From an optimization exercise on the open Yosys and OpenROAD flow, aimed at small area; shortcuts taken in it are not production practice.
Function was checked by simulation only, so behaviour that the tests miss may differ from the original.
Power is estimated from default activity; no workload was simulated.

Setup of job 101:
Design axis_lbus_seg_packer, start of the top module:
module axis_lbus_seg_packer #(
  parameter int NSEG      = 4,
  parameter int SEG_BYTES = 16
) (
  input  logic                      clk,
  input  logic                      rst_n,
  input  logic [NSEG*128-1:0]       s_axis_tdata,
  input  logic [NSEG*SEG_BYTES-1:0] s_axis_tkeep,
  input  logic                      s_axis_tlast,
  input  logic                      s_axis_tvalid,
  output logic                      s_axis_tready,
  output logic [NSEG*128-1:0]       lbus_data,
  output logic [NSEG-1:0]           lbus_ena,
  output logic [NSEG-1:0]           lbus_sop,
  output logic [NSEG-1:0]           lbus_eop,
  output logic [NSEG-1:0]           lbus_err,
  output logic [NSEG*4-1:0]         lbus_mty,
  input  logic                      lbus_rdy
);
Size in the first run: ~2800 cells after synthesis, about 1100 flip-flops, roughly 1100 I/O pins, about 0.034 mm2 of cells after synthesis.
==> flow/config.mk <==
export PLATFORM = sky130hd
export DESIGN_NAME = axis_lbus_seg_packer
export DESIGN_NICKNAME = axis_lbus_seg_packer
export VERILOG_FILES = /design/flow/design.v
export SDC_FILE = /design/flow/constraint.sdc
export NUM_CORES = 4
export LEC_CHECK = 0
export ABC_AREA = 1
export CAP_MARGIN = 0
export CORE_AREA = 4 4 386 386
export DIE_AREA = 0 0 390 390
export SLEW_MARGIN = 0
==> flow/constraint.sdc <==
create_clock -name core_clock -period 4.0 [get_ports {clk}]
set_input_delay 0.8000 -clock core_clock [delete_from_list [all_inputs] [get_ports {clk}]]
set_output_delay 0.8000 -clock core_clock [all_outputs]
set_load 0.01 [all_outputs]
standard.sh (not shown) runs the stock make flow with config.mk's settings and CLKGATE_MAP_FILE= SYNTH_SCRIPT=/design/flow/synth_recipe.tcl, a recipe that flattens the netlist after the stock synthesis.
==> flow/flow/run.sh <==
#!/bin/bash
# Standard layout, with the port buffers made of the smallest buffer cell and a clock tree
# of small clustered buffers without dummy loads.
set -euo pipefail
bash standard.sh "BUFFER_PORTS_ARGS=-buffer_cell sky130_fd_sc_hd__buf_1" \
  "CTS_ARGS=-sink_clustering_enable -repair_clock_nets -sink_clustering_size 12 -sink_clustering_max_diameter 40 -buf_list sky130_fd_sc_hd__clkbuf_4 -dont_use_dummy_load" \
  finish > run_standard.log 2>&1
Job 101 ran to completion and came out clean on the timing, DRC and antenna checks.
For job 102, these inputs were changed with respect to job 101:
- changing CAP_MARGIN from 0 to 20
- changing SLEW_MARGIN from 0 to 20
==> flow/flow/run.sh <==
#!/bin/bash
# Standard layout, with the port buffers made of the smallest buffer cell and a clock tree
# of small clustered buffers without dummy loads.
set -euo pipefail
bash standard.sh "BUFFER_PORTS_ARGS=-buffer_cell sky130_fd_sc_hd__buf_1" \
  "CTS_ARGS=-sink_clustering_enable -repair_clock_nets -sink_clustering_size 16 -sink_clustering_max_diameter 50 -buf_list {sky130_fd_sc_hd__clkbuf_4 sky130_fd_sc_hd__clkbuf_8} -dont_use_dummy_load" \
  finish > run_standard.log 2>&1
==> run notes <==
- Of job 102 and job 101, the lower slew at the pin closest to its max-slew limit belongs to job 101.
- Job 102: full flow OK, the timing, DRC and antenna checks passed
- Worst-case hold slack | job 102 below job 101
- [compare] base=job 101 new=job 102: total of clock buffers placed in the layout now smaller.
The inputs of job 103 differ from those of job 102 as listed below.
- putting CTS_CLUSTER_SIZE at 16 where nothing was set
- putting CTS_BUF_LIST at sky130_fd_sc_hd__clkbuf_4 sky130_fd_sc_hd__clkbuf_8 where nothing was set
- putting CTS_CLUSTER_DIAMETER at 50 where nothing was set
==> flow/flow/run.sh <==
#!/bin/bash
# Standard layout, with the port buffers made of the smallest buffer cell.
set -euo pipefail
bash standard.sh "BUFFER_PORTS_ARGS=-buffer_cell sky130_fd_sc_hd__buf_1" finish > run_standard.log 2>&1
==> run notes <==
Of job 103 and job 102, job 102 shows the higher final worst setup slack, with job 103 below it. Job 103 vs job 102: initial antenna violation count up slightly. Looking at worst setup path startpoint, the out_ena_q[3] result is from job 103; the out_ena_q[1] one comes from job 102. Re buffering overhead: job 102 was higher than job 103. Higher cell area power density among job 103 and job 102: job 103. Job 103 ends up with lower critical path depth than job 102 does. [job 103] total power rose 8.7% relative to job 102.
## Diff of input files: job 104 against job 103
- removing CTS_CLUSTER_SIZE (formerly 16)
- removing CTS_BUF_LIST (formerly sky130_fd_sc_hd__clkbuf_4 sky130_fd_sc_hd__clkbuf_8)
- removing CTS_CLUSTER_DIAMETER (formerly 50)
==> comparison <==
- [compare] base=job 103 new=job 104: core outline area held steady, maximum resistive drop on vdd grew by 24%, final cell utilization of the core grew by 0.83 points, fmax grew by 0.017 GHz.
- Compared job 104 against job 103; global-route usage within noise.
- Cmp job 103 and job 104 / worst hold-check slack / lower: job 104

========
axis_lbus_seg_packer again, from the RTL that the note above started with.
// axis_lbus_seg_packer
module axis_lbus_seg_packer #(
  parameter int NSEG      = 4,
  parameter int SEG_BYTES = 16
) (
  input  logic                      clk,
  input  logic                      rst_n,
  input  logic [NSEG*128-1:0]       s_axis_tdata,
  input  logic [NSEG*SEG_BYTES-1:0] s_axis_tkeep,
  input  logic                      s_axis_tlast,
  input  logic                      s_axis_tvalid,
  output logic                      s_axis_tready,
  output logic [NSEG*128-1:0]       lbus_data,
  output logic [NSEG-1:0]           lbus_ena,
  output logic [NSEG-1:0]           lbus_sop,
  output logic [NSEG-1:0]           lbus_eop,
  output logic [NSEG-1:0]           lbus_err,
  output logic [NSEG*4-1:0]         lbus_mty,
  input  logic                      lbus_rdy
);
Settings: LEC_CHECK=0, ABC_AREA=1, CAP_MARGIN=20, CORE_AREA=4 4 556 216, DIE_AREA=0 0 560 220, SLEW_MARGIN=20; clock period 4.0 ns.
==> flow/flow/run.sh <==
#!/bin/bash
# Standard layout, with the port buffers made of the smallest buffer cell and a clock tree
# of small clustered buffers without dummy loads.
set -euo pipefail
bash standard.sh "BUFFER_PORTS_ARGS=-buffer_cell sky130_fd_sc_hd__buf_1" REMOVE_ABC_BUFFERS=1 \
  "CTS_ARGS=-sink_clustering_enable -repair_clock_nets -sink_clustering_size 18 -sink_clustering_max_diameter 60 -buf_list sky130_fd_sc_hd__clkbuf_8 -dont_use_dummy_load" \
  finish > run_standard.log 2>&1
Next try:
==> flow/flow/run.sh (replaced) <==
#!/bin/bash
# Standard layout, with the port buffers made of the smallest buffer cell and a clock tree
# of small clustered buffers without dummy loads.
set -euo pipefail
bash standard.sh "BUFFER_PORTS_ARGS=-buffer_cell sky130_fd_sc_hd__buf_1" REMOVE_ABC_BUFFERS=1 \
  "CTS_ARGS=-sink_clustering_enable -repair_clock_nets -sink_clustering_size 30 -sink_clustering_max_diameter 50 -buf_list sky130_fd_sc_hd__clkbuf_16 -dont_use_dummy_load" \
  finish > run_standard.log 2>&1
--- a/flow/config.mk
+++ b/flow/config.mk
@@ -8,5 +8,6 @@
 export ABC_AREA = 1
 export CAP_MARGIN = 20
-export CORE_AREA = 4 4 556 216
-export DIE_AREA = 0 0 560 220
+export CORE_AREA = 4 4 386 386
+export DIE_AREA = 0 0 390 390
+export PLACE_DENSITY = 0.85
 export SLEW_MARGIN = 20
Outcome: The new run ran to the end with no violations. Design area grows by about 5%. Via count shrinks by about 1.7%. Worst setup slack degrades by 0.22 ns. Power grows by 10%. Flip-flop and latch count is unchanged. Routed wire length shrinks by about 8%. Clock-buffer cell count grows by 26.
Next try:
==> flow/flow/run.sh (replaced) <==
#!/bin/bash
# Standard layout, with the port buffers made of the smallest buffer cell and a clock tree
# of small clustered buffers without dummy loads.
set -euo pipefail
bash standard.sh "BUFFER_PORTS_ARGS=-buffer_cell sky130_fd_sc_hd__buf_1" REMOVE_ABC_BUFFERS=1 \
  "CTS_ARGS=-sink_clustering_enable -repair_clock_nets -sink_clustering_size 18 -sink_clustering_max_diameter 60 -buf_list sky130_fd_sc_hd__clkbuf_8 -dont_use_dummy_load" \
  finish > run_standard.log 2>&1
Result:
- clock skew came out higher by 0.034 ns
- register-to-register slack is better by 0.13 ns
- sequential cell count is unchanged
- non-clock buffer count came out higher by 1
- setup slack is better by 0.13 ns
- synthesized area is unchanged
- total power came out lower by 9.5%
- hold slack is better by 0.039 ns
Next try:
==> flow/flow/run.sh (replaced) <==
#!/bin/bash
# Standard layout, with the port buffers made of the smallest buffer cell and a clock tree
# of small clustered buffers without dummy loads.
set -euo pipefail
bash standard.sh "BUFFER_PORTS_ARGS=-buffer_cell sky130_fd_sc_hd__buf_1" \
  "CTS_ARGS=-sink_clustering_enable -repair_clock_nets -sink_clustering_size 24 -sink_clustering_max_diameter 60 -buf_list {sky130_fd_sc_hd__clkbuf_8 sky130_fd_sc_hd__clkbuf_16} -dont_use_dummy_load" \
  finish > run_standard.log 2>&1
--- a/flow/config.mk
+++ b/flow/config.mk
@@ -10,4 +10,3 @@
 export CORE_AREA = 4 4 386 386
 export DIE_AREA = 0 0 390 390
-export PLACE_DENSITY = 0.85
 export SLEW_MARGIN = 20
Outcome: The new run went through all stages and came out clean; clock-buffer cell count came out higher by 2; sequential share of layout area drops by 1.3 points; cell area goes up by 2.6%; setup slack gets better by 0.11 ns.
Next try:
==> flow/flow/run.sh (replaced) <==
#!/bin/bash
# Standard layout, with the port buffers made of the smallest buffer cell.
set -euo pipefail
bash standard.sh "BUFFER_PORTS_ARGS=-buffer_cell sky130_fd_sc_hd__buf_1" finish > run_standard.log 2>&1
--- a/flow/config.mk
+++ b/flow/config.mk
@@ -9,4 +9,7 @@
 export CAP_MARGIN = 20
 export CORE_AREA = 4 4 386 386
+export CTS_BUF_LIST = sky130_fd_sc_hd__clkbuf_8 sky130_fd_sc_hd__clkbuf_16
+export CTS_CLUSTER_DIAMETER = 60
+export CTS_CLUSTER_SIZE = 20
 export DIE_AREA = 0 0 390 390
 export SLEW_MARGIN = 20
Effect: Setup slack is worse by 0.083 ns. Final area increases by 2.6%. Flip-flop and latch count does not change.

========
main:
The RTL this note starts from:
==> flow/design.v <==
module axis_lbus_seg_packer #(
  parameter int NSEG      = 4,
  parameter int SEG_BYTES = 16
) (
  input  logic                      clk,
  input  logic                      rst_n,
  input  logic [NSEG*128-1:0]       s_axis_tdata,
  input  logic [NSEG*SEG_BYTES-1:0] s_axis_tkeep,
  input  logic                      s_axis_tlast,
  input  logic                      s_axis_tvalid,
  output logic                      s_axis_tready,
  output logic [NSEG*128-1:0]       lbus_data,
  output logic [NSEG-1:0]           lbus_ena,
  output logic [NSEG-1:0]           lbus_sop,
  output logic [NSEG-1:0]           lbus_eop,
  output logic [NSEG-1:0]           lbus_err,
  output logic [NSEG*4-1:0]         lbus_mty,
  input  logic                      lbus_rdy
);
  localparam int PW = NSEG*128 + NSEG*4 + 2;   
  logic [NSEG-1:0]   cv_ena;
  logic [NSEG*4-1:0] cv_mty;
  logic              any_en, cv_err;
  logic tready_q, skid_v_q, in_pkt_q, bad_pkt_q, out_pkt_q;
  logic [PW-1:0] cv_pay, skid_q, out_q, m_pay;
  logic          out_eop_q, out_err_q;
  assign any_en = |s_axis_tkeep;
  always_comb begin : convert
    cv_ena = '0;
    cv_mty = '0;
    for (int s = 0; s < NSEG; s++) begin
      cv_ena[s] = |s_axis_tkeep[SEG_BYTES*s +: SEG_BYTES];
      for (int b = SEG_BYTES-1; b >= 0; b--) begin
        if (s_axis_tkeep[SEG_BYTES*s + b]) cv_mty[4*s +: 4] = 4'(b);
      end
    end
    if (!any_en) begin
      cv_ena[0]   = s_axis_tlast;
      cv_mty[3:0] = {4{s_axis_tlast}};
    end
  end
  logic viol;
  always_comb begin : keep_check
    logic below, above;
    logic [NSEG-1:0] en;
    viol  = 1'b0;
    below = 1'b0;
    for (int s = 0; s < NSEG; s++) en[s] = |s_axis_tkeep[SEG_BYTES*s +: SEG_BYTES];
    for (int s = 0; s < NSEG; s++) begin
      above = 1'b0;
      for (int t = 0; t < NSEG; t++) if (t > s) above = above | en[t];
      if (en[s]) begin
        if (|(s_axis_tkeep[SEG_BYTES*s +: SEG_BYTES-1] & ~s_axis_tkeep[SEG_BYTES*s+1 +: SEG_BYTES-1])) viol = 1'b1;
        if (!s_axis_tkeep[SEG_BYTES*s] && (above || !s_axis_tlast)) viol = 1'b1;
      end else begin
        if (below && above) viol = 1'b1;
        if (above && !below && in_pkt_q) viol = 1'b1;
        if (below && !above && !s_axis_tlast) viol = 1'b1;
      end
      below = below | en[s];
    end
  end
  assign cv_err = ~any_en | bad_pkt_q | viol;
  logic [NSEG-1:0] out_ena_q, skid_ena_q, m_ena;
  logic            out_v, adv, hold, push;
  logic            out_v2_q;   
  assign out_v = |out_ena_q;
  assign adv   = ~out_v | lbus_rdy;
  assign hold  = out_v2_q & ~lbus_rdy;
  assign push  = s_axis_tvalid & tready_q & (any_en | s_axis_tlast);
  assign m_ena = ({NSEG{s_axis_tvalid & tready_q}} & cv_ena) | ({NSEG{skid_v_q}} & skid_ena_q);
  always_ff @(posedge clk or negedge rst_n) begin
    if (!rst_n) begin
      out_ena_q <= '0;
      out_v2_q  <= 1'b0;
      skid_v_q  <= 1'b0;
      tready_q  <= 1'b0;
      in_pkt_q  <= 1'b0;
      bad_pkt_q <= 1'b0;
      out_pkt_q <= 1'b0;
    end else begin
      if (adv) out_ena_q <= m_ena;
      if (adv) out_v2_q  <= |m_ena;
      skid_v_q <= ~adv & (skid_v_q | push);
      tready_q <= ~(~adv & (skid_v_q | push));
      if (push) begin
        in_pkt_q  <= ~s_axis_tlast;
        bad_pkt_q <= ~s_axis_tlast & (bad_pkt_q | viol);
      end
      if (out_v & lbus_rdy) out_pkt_q <= ~out_eop_q;
    end
  end
  assign cv_pay = {cv_err, s_axis_tlast, cv_mty, s_axis_tdata};
  assign m_pay  = ({PW{tready_q}} & cv_pay) | ({PW{skid_v_q}} & skid_q);
  always_ff @(posedge clk) begin
    skid_ena_q <= m_ena;
    skid_q     <= m_pay;
    out_q      <= (m_pay & {PW{adv}}) | (out_q & {PW{hold}});
  end
  assign out_eop_q = out_q[PW-2];
  assign out_err_q = out_q[PW-1];
  logic [NSEG-1:0] lowest, highest;
  always_comb begin
    logic seen;
    seen = 1'b0;
    for (int s = 0; s < NSEG; s++) begin
      lowest[s] = out_ena_q[s] & ~seen;
      seen      = seen | out_ena_q[s];
    end
    seen = 1'b0;
    for (int s = NSEG-1; s >= 0; s--) begin
      highest[s] = out_ena_q[s] & ~seen;
      seen       = seen | out_ena_q[s];
    end
  end
  assign s_axis_tready = tready_q;
  assign lbus_data     = out_q[NSEG*128-1:0];
  assign lbus_mty      = out_q[NSEG*128 +: NSEG*4];
  assign lbus_ena      = out_ena_q;
  assign lbus_sop      = lowest & {NSEG{~out_pkt_q}};
  assign lbus_eop      = highest & {NSEG{out_eop_q}};
  assign lbus_err      = highest & {NSEG{out_eop_q & out_err_q}};
endmodule
export LEC_CHECK = 0
export ABC_AREA = 1
export CAP_MARGIN = 20
export CORE_AREA = 4 4 636 136
export DIE_AREA = 0 0 640 140
export PLACE_DENSITY = 0.75
export SLEW_MARGIN = 20
create_clock -name core_clock -period 4.0 [get_ports {clk}]
==> flow/flow/run.sh <==
#!/bin/bash
# The standard layout (standard.sh) with these changes:
# - synthesis maps the combinational logic with flow/abc_logic.script (flow/my_synth.tcl);
#   the registers are the standard synthesis's;
# - port buffers are the smallest buffer cell;
# - buffers that ABC inserted are removed before placement (repair_design rebuilds what is needed);
# - the clock tree uses clustered clkbuf_8 leaves and no dummy loads.
set -euo pipefail
work=$(pwd)
sed "s#SYNTH_SCRIPT=[^ ]*#SYNTH_SCRIPT=$work/flow/my_synth.tcl#" standard.sh > my_standard.sh
grep -q "SYNTH_SCRIPT=$work/flow/my_synth.tcl" my_standard.sh
bash my_standard.sh "BUFFER_PORTS_ARGS=-buffer_cell sky130_fd_sc_hd__buf_1" REMOVE_ABC_BUFFERS=1 \
  "CTS_ARGS=-sink_clustering_enable -repair_clock_nets -sink_clustering_size 16 -sink_clustering_max_diameter 40 -buf_list sky130_fd_sc_hd__buf_6 -dont_use_dummy_load" \
  finish > run_standard.log 2>&1
==> flow/flow/abc_logic.script <==
strash
&get -n
&st
&synch2
&if -m -K 6
&mfs
&st
&dch -f
&nf -R 1000
&put
topo
==> flow/flow/my_synth.tcl <==
# The standard flow's synthesis (synth_recipe.tcl in the work folder), with one change: the ABC run that maps
# the combinational logic uses flow/abc_logic.script. Registers are mapped before ABC runs, so
# they are the same as in the standard synthesis.
set my_flow_dir [file dirname [file normalize [info script]]]
set my_abc_script [file join $my_flow_dir abc_logic.script]
proc abc {args} {
  set i [lsearch -exact $args -script]
  if { $i >= 0 } { lset args [expr { $i + 1 }] $::my_abc_script }
  yosys abc {*}$args
}
source [file join [file dirname $my_flow_dir] synth_recipe.tcl]
Inputs modified between main and the feature branch:
Settings: changing CAP_MARGIN from 20 to 0; removing PLACE_DENSITY (formerly 0.75); changing SLEW_MARGIN from 20 to 0.
diff --git a/flow/flow/run.sh b/flow/flow/run.sh
--- a/flow/flow/run.sh
+++ b/flow/flow/run.sh
@@ -12,3 +12,3 @@
 bash my_standard.sh "BUFFER_PORTS_ARGS=-buffer_cell sky130_fd_sc_hd__buf_1" REMOVE_ABC_BUFFERS=1 \
-  "CTS_ARGS=-sink_clustering_enable -repair_clock_nets -sink_clustering_size 16 -sink_clustering_max_diameter 40 -buf_list sky130_fd_sc_hd__buf_6 -dont_use_dummy_load" \
+  "CTS_ARGS=-sink_clustering_enable -repair_clock_nets -sink_clustering_size 16 -sink_clustering_max_diameter 45 -buf_list sky130_fd_sc_hd__clkbuf_8 -dont_use_dummy_load" \
   finish > run_standard.log 2>&1
--- outcome ---
The feature branch went all the way through the flow, and no timing, DRC or antenna check failed. Compare main and the feature branch | part of the power in combinational logic higher: main. Compared the feature branch against main; sequential power within noise. Taking main as the reference, in the feature branch setup slack climbed 0.21 ns; antenna diode count climbed 14; design area climbed 0.80%; depth of the worst register-to-register path dropped 1. Changes observed in the feature branch relative to main: relative area of non-clock buffer cells in the final design closely matched the old numbers; relative contribution of the clock network to total power up 1.0 points; non-clock buffer count now larger; filler-free cell count of the finished design shows an increase of 24. Looking at wire length, the feature branch sits about 18% below main.

==> static timing again, ports no longer ideal <==
Ports are ideal in the flow. The routed layouts listed here were re-timed in OpenROAD. Step 1: set_driving_cell puts a clkbuf_16 on clk and a buf_2 on each other input, an assumption about the parent block. Step 2, shift: input delay + t, output delay - t, t = (earliest + latest rising clock arrival at the registers) / 2. This alone moves slack from input paths to output paths. a / b / c = no drivers / after step 1 / after step 2; a / b = the first two.
run	t (ns)	slack for setup (ns)	worst register clock-pin slew, ns
job 101	1.073	0.726 / 0.649 / 0.568	0.12 / 0.12
job 102	0.828	0.929 / 0.853 / 1.086	0.10 / 0.10
job 103	0.875	0.911 / 0.834 / 1.050	0.10 / 0.10
job 104	0.778	1.069 / 0.990 / 1.069	0.07 / 0.07
the first run of note 2	0.756	1.123 / 1.075 / 0.652	0.12 / 0.12
the second run of note 2	0.736	0.902 / 0.902 / 0.468	0.09 / 0.09
the third run of note 2	0.785	1.036 / 1.036 / 0.644	0.11 / 0.11
the fourth run of note 2	0.726	1.148 / 1.069 / 1.103	0.09 / 0.09
the fifth run of note 2	0.766	1.066 / 0.987 / 1.136	0.08 / 0.08
main	0.686	0.999 / 0.976 / 0.290	0.12 / 0.12
the feature branch	0.719	1.213 / 1.224 / 0.505	0.11 / 0.11
After both steps setup and hold are still met in every run listed. The setup slack of main, which loses most, moves by -0.023 ns with the drivers and by -0.709 ns with both steps.
